This design comes from an exercise in tuning for small area, a short achievable clock period and few clock cycles per item on the open sky130 flow, not from production work.
At most, simulation tests tie the RTL to the original design; equivalence was not proved.

==> flow/design.v (excerpt) <==
module sha256_hash_engine_top (
  input  logic        clk,
  input  logic        rst,
  input  logic        cfg_valid,
  output logic        cfg_ready,
  input  logic        cfg_data,
  input  logic        s_axis_tvalid,
  output logic        s_axis_tready,
  input  logic [39:0] s_axis_tdata,    
  input  logic        s_axis_tlast,
  output logic        m_axis_tvalid,
  input  logic        m_axis_tready,
  output logic [39:0] m_axis_tdata,    
  output logic        m_axis_tlast
);
  localparam logic [1:0] S_DATA = 2'd0, S_P80 = 2'd1, S_ZERO = 2'd2, S_LEN2 = 2'd3;
  logic [1:0]  src_st;
  logic [3:0]  pos;         
  logic [58:0] words;       
  logic [1:0]  tail;        
  logic        variant;
  logic [2:0]  cnt;
  logic [31:0] in_word, pad_calc, gen_word, out_word;
  logic        gen_valid, fill;
  logic        buf_valid, buf_len2;
  logic [31:0] buf_word;
  logic [2:0]  out_idx;
  logic        want, take, out_valid, out_last;
  assign in_word = s_axis_tdata[31:0];
  assign cnt     = (s_axis_tdata[34:32] > 3'd4) ? 3'd4 : s_axis_tdata[34:32];
  always_comb begin
    case (cnt)
      3'd1:    pad_calc = {in_word[31:24], 24'h80_0000};
  ...
Settings: LEC_CHECK=0, CAP_MARGIN=20, CORE_MARGIN=2, CORE_UTILIZATION=40, SETUP_SLACK_MARGIN=4.0, SLEW_MARGIN=20, TNS_END_PERCENT=100; clock period 8.5 ns.
run.sh (not shown) runs the stock make flow with config.mk's settings and CLKGATE_MAP_FILE= SYNTH_SCRIPT=/design/flow/synth_recipe.tcl, a recipe that flattens the netlist after the stock synthesis.
Testbench counts at the start, summed over its fixed seeds: cycles 55,304, bytes 42,816.
Edit:
SETUP_SLACK_MARGIN = 3.0   (was 4.0)
Outcome:
- The new run produced a clean layout
- worst setup slack gets worse by 0.036 ns
- final area came out lower by a few percent
- clock skew came out higher by 0.013 ns


sha256_hash_engine_top, a different RTL version from the one above (not shown whole).
Size: ~91 I/O pins.
Settings: LEC_CHECK=0, CAP_MARGIN=20, CORE_MARGIN=2, CORE_UTILIZATION=60, SETUP_SLACK_MARGIN=3.0, SLEW_MARGIN=20, TNS_END_PERCENT=100; clock period 8.5 ns.
Edit:
- CORE_UTILIZATION: 60 -> 40
- The changed run finished with timing, DRC and antenna clean
- worst setup slack improves by 0.15 ns
- count of clock-buffer cells in the layout falls by 4
- cell area goes up by 2.1%
- critical path depth is unchanged
Edit:
- CTS_BUF_LIST: unset -> sky130_fd_sc_hd__clkbuf_4 sky130_fd_sc_hd__clkbuf_8
- PLACE_DENSITY: unset -> 0.75
Outcome: Cell count rises by 1.2%. Setup slack got worse by 0.095 ns. Cell area falls by 1.1%. Maximum frequency falls by 1.7%. Die area does not change. Hold slack got worse by 0.020 ns. Flip-flop and latch count is unchanged.
Edit:
- PLACE_DENSITY: 0.75 -> unset
The changed run finished clean.
Flip-flop and latch count is unchanged.
Sequential share of layout area goes down by 0.24 points.
Maximum frequency went up by a few percent.
Global-route usage is higher by 1.1 points.
Worst setup slack is better by 0.13 ns.
Register-to-register slack improved by 0.13 ns.
Routed wire length came out higher by a few percent.
No run of this note included a check of the RTL's function; only the layout flow was run.


sha256_hash_engine_top, a different RTL version from the one above (not shown whole).
Size: ~5,800 cells after synthesis, about 1,100 flip-flops, about 91 I/O pins, roughly 65,000 µm² of cells after synthesis.
export LEC_CHECK = 0
export CAP_MARGIN = 20
export CORE_MARGIN = 2
export CORE_UTILIZATION = 40
export CTS_BUF_LIST = sky130_fd_sc_hd__clkbuf_4 sky130_fd_sc_hd__clkbuf_8
export SETUP_SLACK_MARGIN = 3.7
export SLEW_MARGIN = 20
export TNS_END_PERCENT = 100
create_clock -name core_clock -period 8.5 [get_ports {clk}]
The first run completed with no timing, DRC or antenna violations.
Testbench counts at the start, summed over its fixed seeds: cycles 55,304, bytes 42,816.
==> next run, changes <==
- CTS_BUF_LIST: sky130_fd_sc_hd__clkbuf_4 sky130_fd_sc_hd__clkbuf_8 -> sky130_fd_sc_hd__clkbuf_8 sky130_fd_sc_hd__clkbuf_16
- CTS_CLUSTER_DIAMETER: not set -> 60
- CTS_CLUSTER_SIZE: not set -> 24
Effect:
- The new run completed with no timing, DRC or antenna violations
- routed wire length goes down by 1.0%
- worst hold slack stays flat
- count of clock-buffer cells in the layout goes down by 165
- via count goes down by 0.99%
==> next run, changes <==
- CORE_UTILIZATION: 40 -> 50
- CTS_BUF_LIST: sky130_fd_sc_hd__clkbuf_8 sky130_fd_sc_hd__clkbuf_16 -> sky130_fd_sc_hd__clkbuf_4 sky130_fd_sc_hd__clkbuf_8
- CTS_CLUSTER_DIAMETER: 60 -> not set
- CTS_CLUSTER_SIZE: 24 -> not set
- GPL_ROUTABILITY_DRIVEN: not set -> 0
Effect: The new run passed the timing, design-rule and antenna checks. Synthesized cell count stays the same. Setup slack degrades by 0.11 ns. Hold slack hardly moves.
==> next run, changes <==
- CORE_UTILIZATION: 50 -> 40
- GPL_ROUTABILITY_DRIVEN: 0 -> not set
- SETUP_SLACK_MARGIN: 3.7 -> 3.9
The new run ran to the end with no violations; global-route usage falls by 5.9 points; setup slack improves by 0.096 ns; hold slack is worse by 0.017 ns; clock skew went down by 0.038 ns; final area went up by 2.9%; core utilization came out lower by 10 points; routed wire length goes up by 1.8%; die area increases by 25%; synthesized area does not change.

port drivers added, routing unchanged:
No port has a modelled driver above. Below, the same layouts with a new extraction and two added sets of constraints.
Step 1: set_driving_cell puts a clkbuf_16 on clk and a buf_2 on each other input, an assumption about the parent block.
Step 2 times the ports against the registers' clock, not the clock port: input delays grow and output delays shrink by t, the midpoint of the rising clock arrivals with the driver on.
Slacks: no drivers / after step 1 / after step 2; pairs: no drivers / after step 1.
| run | t (ns) | slack for setup (ns) | worst register clock-pin slew, ns |
|---|---|---|---|
| the first run of note 1 | 0.825 | 2.927 / 2.927 / 2.927 | 0.07 / 0.07 |
| the second run of note 1 | 0.832 | 2.891 / 2.891 / 2.891 | 0.07 / 0.07 |
| the first run of note 2 | 0.792 | 2.873 / 2.873 / 2.871 | 0.07 / 0.07 |
| the second run of note 2 | 0.824 | 3.028 / 3.028 / 3.028 | 0.09 / 0.09 |
| the third run of note 2 | 0.993 | 2.933 / 2.933 / 2.861 | 0.07 / 0.07 |
| the fourth run of note 2 | 1.018 | 3.068 / 3.068 / 3.068 | 0.08 / 0.08 |
| the first run of note 3 | 1.007 | 3.654 / 3.654 / 3.190 | 0.08 / 0.08 |
| the second run of note 3 | 0.821 | 3.627 / 3.627 / 3.216 | 0.09 / 0.09 |
| the third run of note 3 | 1.001 | 3.517 / 3.517 / 2.908 | 0.07 / 0.07 |
| the fourth run of note 3 | 1.022 | 3.613 / 3.613 / 3.249 | 0.07 / 0.07 |
After both steps every run listed still meets setup and hold. The setup slack of the third run of note 3, which loses most, moves by 0.000 ns with the drivers and by -0.609 ns with both steps.
